This design comes from an exercise in tuning for small area and a short achievable clock period on the open sky130 flow, not from production work.
The RTL was checked by simulation tests, not by an equivalence proof against the original design.
No activity file was given, so power comes from the tool's default toggle rates.

==> lagoon: inputs <==
==> flow/design.v <==
`timescale 1ns/1ps
`default_nettype none
package bmd_pkg;
    localparam int DATA_W   = 64;            
    localparam int SAMPLE_W = 8;             
    localparam int ADDR_W   = 32;            
    localparam int BURST_W  = 5;             
    localparam int TC_W     = 3;             
    typedef logic [DATA_W-1:0]  payload_t;
    typedef logic [ADDR_W-1:0]  dma_addr_t;
    typedef logic [BURST_W-1:0] burst_len_t;
    localparam logic [3:0] REG_CTRL = 4'd0;
    localparam logic [3:0] REG_ADDR = 4'd1;
    localparam logic [3:0] REG_LEN  = 4'd2;
    localparam logic [6:0] MWR32_FMT_TYPE = 7'b10_00000;
endpackage
`default_nettype wire
`timescale 1ns/1ps
`default_nettype none
module bmd_dma_top #(
    parameter int DATA_DEPTH = 32,
    parameter int ADDR_DEPTH = 8
) (
    input  wire logic                          clk,
    input  wire logic                          rst_n,
    input  wire logic                          reg_wr_i,
    input  wire logic [3:0]                    reg_addr_i,
    input  wire logic [31:0]                   reg_wdata_i,
    input  wire logic                          adc_valid_i,
    input  wire logic [bmd_pkg::SAMPLE_W-1:0]  adc1_i,
    input  wire logic [bmd_pkg::SAMPLE_W-1:0]  adc2_i,
    input  wire logic [15:0]                   cfg_completer_id_i,
    input  wire logic                          trn_tdst_rdy_n_i,
    output      logic [bmd_pkg::DATA_W-1:0]             trn_td_o,
    output      logic                          trn_tsof_n_o,
    output      logic                          trn_teof_n_o,
    output      logic                          trn_tsrc_rdy_n_o,
    output      logic [15:0]                   frames_sent_o,
    output      logic                          sample_ovf_o,
    output      logic                          addr_empty_o
);
    localparam int DW = bmd_pkg::DATA_W;
    localparam int AW = bmd_pkg::ADDR_W;
    localparam int DD = DATA_DEPTH;
    localparam int AD = ADDR_DEPTH;
    localparam int CW = $clog2(DD + 1);
    logic          enable_q;
    logic [2:0]    tc_q;
    logic [4:0]    blen_q;
    logic [15:0]   frames_q;
    logic wr_ctrl, wr_addr, wr_len;
    assign wr_ctrl = reg_wr_i && (reg_addr_i == bmd_pkg::REG_CTRL);
    assign wr_addr = reg_wr_i && (reg_addr_i == bmd_pkg::REG_ADDR);
    assign wr_len  = reg_wr_i && (reg_addr_i == bmd_pkg::REG_LEN);
    always_ff @(posedge clk) begin
        if (!rst_n) begin
            enable_q <= 1'b0;
            tc_q     <= '0;
            blen_q   <= 5'd1;
        end else begin
            if (wr_ctrl) begin
                enable_q <= reg_wdata_i[0];
                tc_q     <= reg_wdata_i[6:4];
            end
            if (wr_len) begin
                blen_q <= {(reg_wdata_i[3:0] == 4'd0), reg_wdata_i[3:0]};
            end
        end
    end
    logic       idle_q, hdr_q, adr_q, pay_q, last_q;
    logic       busy_q, sof_n_q, eof_n_q;    
    logic [3:0] rem_q;
    logic [7:0] tag_q;
    logic       xfer, start, load, dpop, apop;
    logic [AD:0]   asel_q;       
    logic          anempty_q;    
    logic [CW-1:0] dcount_q;     
    logic [DD:0]   rsel_q;       
    assign xfer  = busy_q && !trn_tdst_rdy_n_i;
    assign start = enable_q && anempty_q && (dcount_q >= {1'b0, blen_q});
    assign dpop  = xfer && pay_q;
    assign apop  = xfer && last_q;
    assign load  = xfer && (adr_q || (pay_q && !last_q));
    always_ff @(posedge clk) begin
        if (!rst_n) begin
            idle_q <= 1'b1;
            busy_q <= 1'b0;
            hdr_q  <= 1'b0;
            sof_n_q <= 1'b1;
            eof_n_q <= 1'b1;
            adr_q  <= 1'b0;
            pay_q  <= 1'b0;
            last_q <= 1'b0;
            rem_q  <= '0;
            tag_q  <= '0;
        end else begin
            if (!busy_q && start) begin
                idle_q <= 1'b0;
                busy_q <= 1'b1;
                hdr_q  <= 1'b1;
                sof_n_q <= 1'b0;
                rem_q  <= 4'(blen_q - 5'd1);
            end
            if (hdr_q && xfer) begin
                hdr_q <= 1'b0;
                sof_n_q <= 1'b1;
                adr_q <= 1'b1;
            end
            if (adr_q && xfer) begin
                adr_q  <= 1'b0;
                pay_q  <= 1'b1;
                last_q <= (rem_q == 4'd0);
                eof_n_q <= (rem_q != 4'd0);
            end
            if (pay_q && xfer) begin
                if (last_q) begin
                    pay_q  <= 1'b0;
                    idle_q <= 1'b1;
                    busy_q <= 1'b0;
                    last_q <= 1'b0;
                    eof_n_q <= 1'b1;
                    tag_q  <= tag_q + 8'd1;
                end else begin
                    rem_q  <= rem_q - 4'd1;
                    last_q <= (rem_q == 4'd1);
                    eof_n_q <= (rem_q != 4'd1);
                end
            end
        end
    end
    always_ff @(posedge clk) begin
        if (!rst_n) begin
            frames_q <= '0;
        end else if (apop) begin
            frames_q <= frames_q + 16'd1;
        end
    end
    logic [1:0]    pc_q;
    logic [DW-1:0] word_q;
    logic          push_q, ovf_q;
    logic          push_next;
    assign push_next = enable_q && adc_valid_i && (pc_q == 2'd3);
    always_ff @(posedge clk) begin
        if (enable_q && adc_valid_i) begin
            word_q <= {adc2_i, adc1_i, word_q[DW-1:16]};
        end
    end
    always_ff @(posedge clk) begin
        if (!rst_n) begin
            pc_q   <= '0;
            push_q <= 1'b0;
            ovf_q  <= 1'b0;
        end else begin
            push_q <= push_next;
            if (!enable_q) begin
                pc_q <= '0;
            end else if (adc_valid_i) begin
                pc_q <= pc_q + 2'd1;
            end
            if (push_q && (dcount_q == CW'(DD))) begin
                ovf_q <= 1'b1;
            end
        end
    end
    logic [DD-1:0][DW-1:0] dmem_q;
    logic                  dwe_q, dwe_n_q;
    logic [CW-1:0]         dcount_next;
    logic                  dwe_next;
    logic [DW-1:0]         mread;
    assign dcount_next = dcount_q + CW'(dwe_q) - CW'(dpop);
    assign dwe_next    = push_next && (dcount_next != CW'(DD));
    always_ff @(posedge clk) begin
        if (!rst_n) begin
            dwe_q    <= 1'b0;
            dwe_n_q  <= 1'b1;
            dcount_q <= '0;
            rsel_q   <= (DD+1)'(1);
        end else begin
            dwe_q    <= dwe_next;
            dwe_n_q  <= !dwe_next;
            dcount_q <= dcount_next;
            if (dwe_q && !load) begin
                rsel_q <= {rsel_q[DD-1:0], 1'b0};
            end else if (load && !dwe_q) begin
                rsel_q <= {1'b0, rsel_q[DD:1]};
            end
        end
    end
    always_ff @(posedge clk) begin
        dmem_q <= ({dmem_q[DD-2:0], word_q} & {(DD*DW){dwe_q}}) |
                  (dmem_q & {(DD*DW){dwe_n_q}});
    end
    always_comb begin
        mread = '0;
        for (int k = 0; k < DD; k++) begin
            mread = mread | (dmem_q[k] & {DW{rsel_q[k+1]}});
        end
    end
    logic [AD-1:0][AW-1:0] amem_q;
    logic                  awe_q;
    logic [AD:0]           asel_next;
    logic                  awe;
    logic [AW-1:0]         ahead;
    always_comb begin
        asel_next = asel_q;
        if (awe_q && !apop) begin
            asel_next = {asel_q[AD-1:0], 1'b0};
        end else if (apop && !awe_q) begin
            asel_next = {1'b0, asel_q[AD:1]};
        end
    end
    assign awe = rst_n && wr_addr && !asel_next[AD];
    always_ff @(posedge clk) begin
        if (!rst_n) begin
            awe_q   <= 1'b0;
            asel_q  <= (AD+1)'(1);
            anempty_q <= 1'b0;
        end else begin
            anempty_q <= !asel_next[0];
            awe_q   <= awe;
            asel_q  <= asel_next;
        end
    end
    always_ff @(posedge clk) begin
        if (awe) begin
            amem_q <= {amem_q[AD-2:0], reg_wdata_i[AW-1:0]};
        end
    end
    always_comb begin
        ahead = '0;
        for (int k = 0; k < AD; k++) begin
            ahead = ahead | (amem_q[k] & {AW{awe_q ? asel_q[k] : asel_q[k+1]}});
        end
    end
    logic [DW-1:0] td_q;
    logic [DW-1:0] hdr_word;
    logic [3:0]    cg_q;         
    always_ff @(posedge clk) begin
        for (int k = 0; k < 4; k++) begin
            cg_q[k] <= rst_n && ((!busy_q && start) || (cg_q[k] && trn_tdst_rdy_n_i));
        end
    end
    assign hdr_word = {1'b0, bmd_pkg::MWR32_FMT_TYPE, 1'b0, tc_q, 4'b0000, 6'b000000,
                       4'b0000, blen_q, 1'b0, 16'h0000, tag_q, 8'hFF};
    always_ff @(posedge clk) begin
        if (!rst_n) begin
            td_q <= '0;
        end else if (!busy_q && start) begin
            td_q <= hdr_word;
        end else if (xfer) begin
            if (hdr_q)       td_q <= {ahead, {(DW-AW){1'b0}}};
            else if (last_q) td_q <= '0;
            else             td_q <= mread;
        end
    end
    always_comb begin
        trn_td_o = td_q;
        for (int k = 0; k < 16; k++) begin
            trn_td_o[16+k] = td_q[16+k] | (cfg_completer_id_i[k] & cg_q[k/4]);
        end
    end
    assign trn_tsof_n_o     = sof_n_q;
    assign trn_teof_n_o     = eof_n_q;
    assign trn_tsrc_rdy_n_o = idle_q;
    assign frames_sent_o = frames_q;
    assign sample_ovf_o  = ovf_q;
    assign addr_empty_o  = asel_q[0];
endmodule
`default_nettype wire
==> flow/flow/run.sh <==
#!/bin/bash
# The standard layout, except that clock tree synthesis inserts no dummy loads
# (the cts arguments are otherwise the ones the standard flow builds from config.mk).
set -euo pipefail
bash standard.sh \
  "CTS_ARGS=-sink_clustering_enable -repair_clock_nets -sink_clustering_size 40 -sink_clustering_max_diameter 55 -dont_use_dummy_load" \
  finish > standard.log 2>&1
==> flow/standard.sh <==
#!/bin/bash
# synth_recipe.tcl (not shown) runs the flow's synth.tcl, then flattens the netlist and writes it again
# the make line also repeats each setting of config.mk as NAME=value (left out here)
make -C /OpenROAD-flow-scripts/flow DESIGN_CONFIG=/design/flow/config.mk WORK_HOME=/design/flow/orfs CLKGATE_MAP_FILE= SYNTH_SCRIPT=/design/flow/synth_recipe.tcl "${@:-finish}"
==> flow/config.mk <==
export PLATFORM = sky130hd
export DESIGN_NAME = bmd_dma_top
export DESIGN_NICKNAME = bmd_dma_top
export VERILOG_FILES = /design/flow/design.v
export SDC_FILE = /design/flow/constraint.sdc
export NUM_CORES = 4
export LEC_CHECK = 0
export CAP_MARGIN = 20
export CORE_MARGIN = 2
export CORE_UTILIZATION = 70
export CTS_CLUSTER_DIAMETER = 55
export CTS_CLUSTER_SIZE = 40
export SETUP_SLACK_MARGIN = 3.0
export SLEW_MARGIN = 20
==> flow/constraint.sdc <==
create_clock -name core_clock -period 5.5 [get_ports {clk}]
set_input_delay 1.1000 -clock core_clock [delete_from_list [all_inputs] [get_ports {clk}]]
set_output_delay 1.1000 -clock core_clock [all_outputs]
set_load 0.01 [all_outputs]
==> ember (differences from lagoon) <==
==> flow/design.v, changed modules only <==
module bmd_dma_top #(
    parameter int DATA_DEPTH = 32,
    parameter int ADDR_DEPTH = 8
) (
    input  wire logic                          clk,
    input  wire logic                          rst_n,
    input  wire logic                          reg_wr_i,
    input  wire logic [3:0]                    reg_addr_i,
    input  wire logic [31:0]                   reg_wdata_i,
    input  wire logic                          adc_valid_i,
    input  wire logic [bmd_pkg::SAMPLE_W-1:0]  adc1_i,
    input  wire logic [bmd_pkg::SAMPLE_W-1:0]  adc2_i,
    input  wire logic [15:0]                   cfg_completer_id_i,
    input  wire logic                          trn_tdst_rdy_n_i,
    output      logic [bmd_pkg::DATA_W-1:0]             trn_td_o,
    output      logic                          trn_tsof_n_o,
    output      logic                          trn_teof_n_o,
    output      logic                          trn_tsrc_rdy_n_o,
    output      logic [15:0]                   frames_sent_o,
    output      logic                          sample_ovf_o,
    output      logic                          addr_empty_o
);
    localparam int DW = bmd_pkg::DATA_W;
    localparam int AW = bmd_pkg::ADDR_W;
    localparam int DD = DATA_DEPTH;
    localparam int AD = ADDR_DEPTH;
    localparam int CW = $clog2(DD + 1);
    logic          enable_q;
    logic [2:0]    tc_q;
    logic [4:0]    blen_q;
    logic [AW-1:0] adata_q;
    logic [15:0]   frames_q;
    logic wr_ctrl, wr_addr, wr_len;
    assign wr_ctrl = reg_wr_i && (reg_addr_i == bmd_pkg::REG_CTRL);
    assign wr_addr = reg_wr_i && (reg_addr_i == bmd_pkg::REG_ADDR);
    assign wr_len  = reg_wr_i && (reg_addr_i == bmd_pkg::REG_LEN);
    always_ff @(posedge clk) begin
        if (!rst_n) begin
            enable_q <= 1'b0;
            tc_q     <= '0;
            blen_q   <= 5'd1;
        end else begin
            if (wr_ctrl) begin
                enable_q <= reg_wdata_i[0];
                tc_q     <= reg_wdata_i[6:4];
            end
            if (wr_len) begin
                blen_q <= {(reg_wdata_i[3:0] == 4'd0), reg_wdata_i[3:0]};
            end
        end
    end
    always_ff @(posedge clk) begin
        if (wr_addr) adata_q <= reg_wdata_i;
    end
    logic       idle_q, hdr_q, adr_q, pay_q, last_q;
    logic [3:0] rem_q;
    logic [7:0] tag_q;
    logic       xfer, start, load, dpop, apop;
    logic [AD:0]   asel_q;       
    logic [CW-1:0] dcount_q;     
    logic [DD:0]   rsel_q;       
    assign xfer  = !idle_q && !trn_tdst_rdy_n_i;
    assign start = enable_q && !asel_q[0] && (dcount_q >= {1'b0, blen_q});
    assign dpop  = xfer && pay_q;
    assign apop  = xfer && last_q;
    assign load  = xfer && (adr_q || (pay_q && !last_q));
    always_ff @(posedge clk) begin
        if (!rst_n) begin
            idle_q <= 1'b1;
            hdr_q  <= 1'b0;
            adr_q  <= 1'b0;
            pay_q  <= 1'b0;
            last_q <= 1'b0;
            rem_q  <= '0;
            tag_q  <= '0;
        end else begin
            if (idle_q && start) begin
                idle_q <= 1'b0;
                hdr_q  <= 1'b1;
                rem_q  <= 4'(blen_q - 5'd1);
            end
            if (hdr_q && xfer) begin
                hdr_q <= 1'b0;
                adr_q <= 1'b1;
            end
            if (adr_q && xfer) begin
                adr_q  <= 1'b0;
                pay_q  <= 1'b1;
                last_q <= (rem_q == 4'd0);
            end
            if (pay_q && xfer) begin
                if (last_q) begin
                    pay_q  <= 1'b0;
                    idle_q <= 1'b1;
                    last_q <= 1'b0;
                    tag_q  <= tag_q + 8'd1;
                end else begin
                    rem_q  <= rem_q - 4'd1;
                    last_q <= (rem_q == 4'd1);
                end
            end
        end
    end
    always_ff @(posedge clk) begin
        if (!rst_n) begin
            frames_q <= '0;
        end else if (apop) begin
            frames_q <= frames_q + 16'd1;
        end
    end
    logic [1:0]    pc_q;
    logic [DW-1:0] word_q;
    logic          push_q, ovf_q;
    logic          push_next;
    assign push_next = enable_q && adc_valid_i && (pc_q == 2'd3);
    always_ff @(posedge clk) begin
        if (enable_q && adc_valid_i) begin
            word_q <= {adc2_i, adc1_i, word_q[DW-1:16]};
        end
    end
    always_ff @(posedge clk) begin
        if (!rst_n) begin
            pc_q   <= '0;
            push_q <= 1'b0;
            ovf_q  <= 1'b0;
        end else begin
            push_q <= push_next;
            if (!enable_q) begin
                pc_q <= '0;
            end else if (adc_valid_i) begin
                pc_q <= pc_q + 2'd1;
            end
            if (push_q && (dcount_q == CW'(DD))) begin
                ovf_q <= 1'b1;
            end
        end
    end
    logic [DD-1:0][DW-1:0] dmem_q;
    logic                  dwe_q, dwe_n_q;
    logic [CW-1:0]         dcount_next;
    logic                  dwe_next;
    logic [DW-1:0]         mread;
    assign dcount_next = dcount_q + CW'(dwe_q) - CW'(dpop);
    assign dwe_next    = push_next && (dcount_next != CW'(DD));
    always_ff @(posedge clk) begin
        if (!rst_n) begin
            dwe_q    <= 1'b0;
            dwe_n_q  <= 1'b1;
            dcount_q <= '0;
            rsel_q   <= (DD+1)'(1);
        end else begin
            dwe_q    <= dwe_next;
            dwe_n_q  <= !dwe_next;
            dcount_q <= dcount_next;
            if (dwe_q && !load) begin
                rsel_q <= {rsel_q[DD-1:0], 1'b0};
            end else if (load && !dwe_q) begin
                rsel_q <= {1'b0, rsel_q[DD:1]};
            end
        end
    end
    always_ff @(posedge clk) begin
        dmem_q <= ({dmem_q[DD-2:0], word_q} & {(DD*DW){dwe_q}}) |
                  (dmem_q & {(DD*DW){dwe_n_q}});
    end
    always_comb begin
        mread = '0;
        for (int k = 0; k < DD; k++) begin
            mread = mread | (dmem_q[k] & {DW{rsel_q[k+1]}});
        end
    end
    logic [AD-1:0][AW-1:0] amem_q;
    logic                  awe_q, awe_n_q;
    logic [AD:0]           asel_next;
    logic                  awe_next;
    logic [AW-1:0]         ahead;
    always_comb begin
        asel_next = asel_q;
        if (awe_q && !apop) begin
            asel_next = {asel_q[AD-1:0], 1'b0};
        end else if (apop && !awe_q) begin
            asel_next = {1'b0, asel_q[AD:1]};
        end
    end
    assign awe_next = wr_addr && !asel_next[AD];
    always_ff @(posedge clk) begin
        if (!rst_n) begin
            awe_q   <= 1'b0;
            awe_n_q <= 1'b1;
            asel_q  <= (AD+1)'(1);
        end else begin
            awe_q   <= awe_next;
            awe_n_q <= !awe_next;
            asel_q  <= asel_next;
        end
    end
    always_ff @(posedge clk) begin
        amem_q <= ({amem_q[AD-2:0], adata_q} & {(AD*AW){awe_q}}) |
                  (amem_q & {(AD*AW){awe_n_q}});
    end
    always_comb begin
        ahead = '0;
        for (int k = 0; k < AD; k++) begin
            ahead = ahead | (amem_q[k] & {AW{asel_q[k+1]}});
        end
    end
    logic [DW-1:0] td_q;
    logic [DW-1:0] hdr_word;
    assign hdr_word = {1'b0, bmd_pkg::MWR32_FMT_TYPE, 1'b0, tc_q, 4'b0000, 6'b000000,
                       4'b0000, blen_q, 1'b0, 16'h0000, tag_q, 8'hFF};
    always_ff @(posedge clk) begin
        if (!rst_n) begin
            td_q <= '0;
        end else if (idle_q && start) begin
            td_q <= hdr_word;
        end else if (xfer) begin
            if (hdr_q)       td_q <= {ahead, {(DW-AW){1'b0}}};
            else if (last_q) td_q <= '0;
            else             td_q <= mread;
        end
    end
    assign trn_td_o         = {td_q[DW-1:32], td_q[31:16] | (cfg_completer_id_i & {16{hdr_q}}),
                               td_q[15:0]};
    assign trn_tsof_n_o     = !hdr_q;
    assign trn_teof_n_o     = !last_q;
    assign trn_tsrc_rdy_n_o = idle_q;
    assign frames_sent_o = frames_q;
    assign sample_ovf_o  = ovf_q;
    assign addr_empty_o  = asel_q[0];
endmodule
==> flow/run.sh (new file) <==
#!/bin/bash
# synth_recipe.tcl (not shown) runs the flow's synth.tcl, then flattens the netlist and writes it again
# the make line also repeats each setting of config.mk as NAME=value (left out here)
make -C /OpenROAD-flow-scripts/flow DESIGN_CONFIG=/design/flow/config.mk WORK_HOME=/design/flow/orfs CLKGATE_MAP_FILE= SYNTH_SCRIPT=/design/flow/synth_recipe.tcl finish
Settings changed: CORE_UTILIZATION 70 to 40, CTS_CLUSTER_DIAMETER 55 to default, CTS_CLUSTER_SIZE 40 to default, SETUP_SLACK_MARGIN 3.0 to default.
removed: flow/flow/run.sh
removed: flow/standard.sh
==> comparison <==
Against lagoon, the clock-buffer cell count of ember is higher by 211. In area after synthesis, lagoon and ember hardly differ. Synthesized cell count: ember is larger than lagoon (1.8%). In critical path depth, ember and lagoon do not differ. Against ember, the sequential share of layout area of lagoon is higher by 3.8 points. Between lagoon and ember, the lower wire length is in lagoon (gap about 3%, measured against ember). Of ember and lagoon, ember has the higher die area (gap about 70%, measured against lagoon). In ember the core utilization is lower than in lagoon, by 31 points. Via count: ember is lower than lagoon (about 1%).
==> figures <==
quantity	lagoon	ember
Result of the run	timing/DRC/antenna clean	timing/DRC/antenna clean
Power per cell area	298 nW/um2	358 nW/um2
Adder-Cell Fraction of Synth Area	0.326%	0.325%
Non-clock buffer count in the final layout	428	276
Number of storage elements in the synthesis netlist	2537	2562
Post-detailed-route via-to-cell ratio	7.73	6.58
Clock share of power	36.2%	48.2%
Routability Congestion	0.871	0.819
Worst Setup Slack, final	2.91 ns	1.80 ns
Fraction of met2 tracks used by global routing	61.8%	38.3%
Total design power	0.0295 W	0.0367 W
Peak Freq	386 MHz	270 MHz
Met2 layer wire length in the routed design	127 mm	134 mm
Finished Core Util	76.6%	45.4%
Share of cell area taken by multi-input logic gates	34.2%	34.0%
Invs w/o clock	26	28
FF-to-FF setup slack	2.95 ns	2.34 ns
Total wire length after detailed routing	295 mm	304 mm
Maximum fanout along the worst path	5	20
Fraction of synthesized cell area in xor and xnor cells	0.251%	0.251%

-- separate check: timing with driven ports --
In the flow no input, the clock included, has a driving cell. The finished layouts below were timed again as built, in two steps. Step 1: set_driving_cell puts a clkbuf_16 on clk and a buf_2 on each other input, an assumption about the parent block. Step 2, shift: input delay + t, output delay - t, t = (earliest + latest rising clock arrival at the registers) / 2. This alone moves slack from input paths to output paths. Three values: ideal ports, drivers, drivers and shift; two values: the first two.
run | shift t [ns] | setup slack, ns | slew at the worst register clock pin (ns)
lagoon | 0.889 | 2.908 / 2.818 / 2.150 | 0.11 / 0.11
ember | 0.954 | 1.799 / 1.711 / 1.110 | 0.07 / 0.07
After both steps setup and hold are still met in every run listed. For lagoon, which loses most, drivers alone change the setup slack by -0.090 ns; drivers and shift together by -0.758 ns.
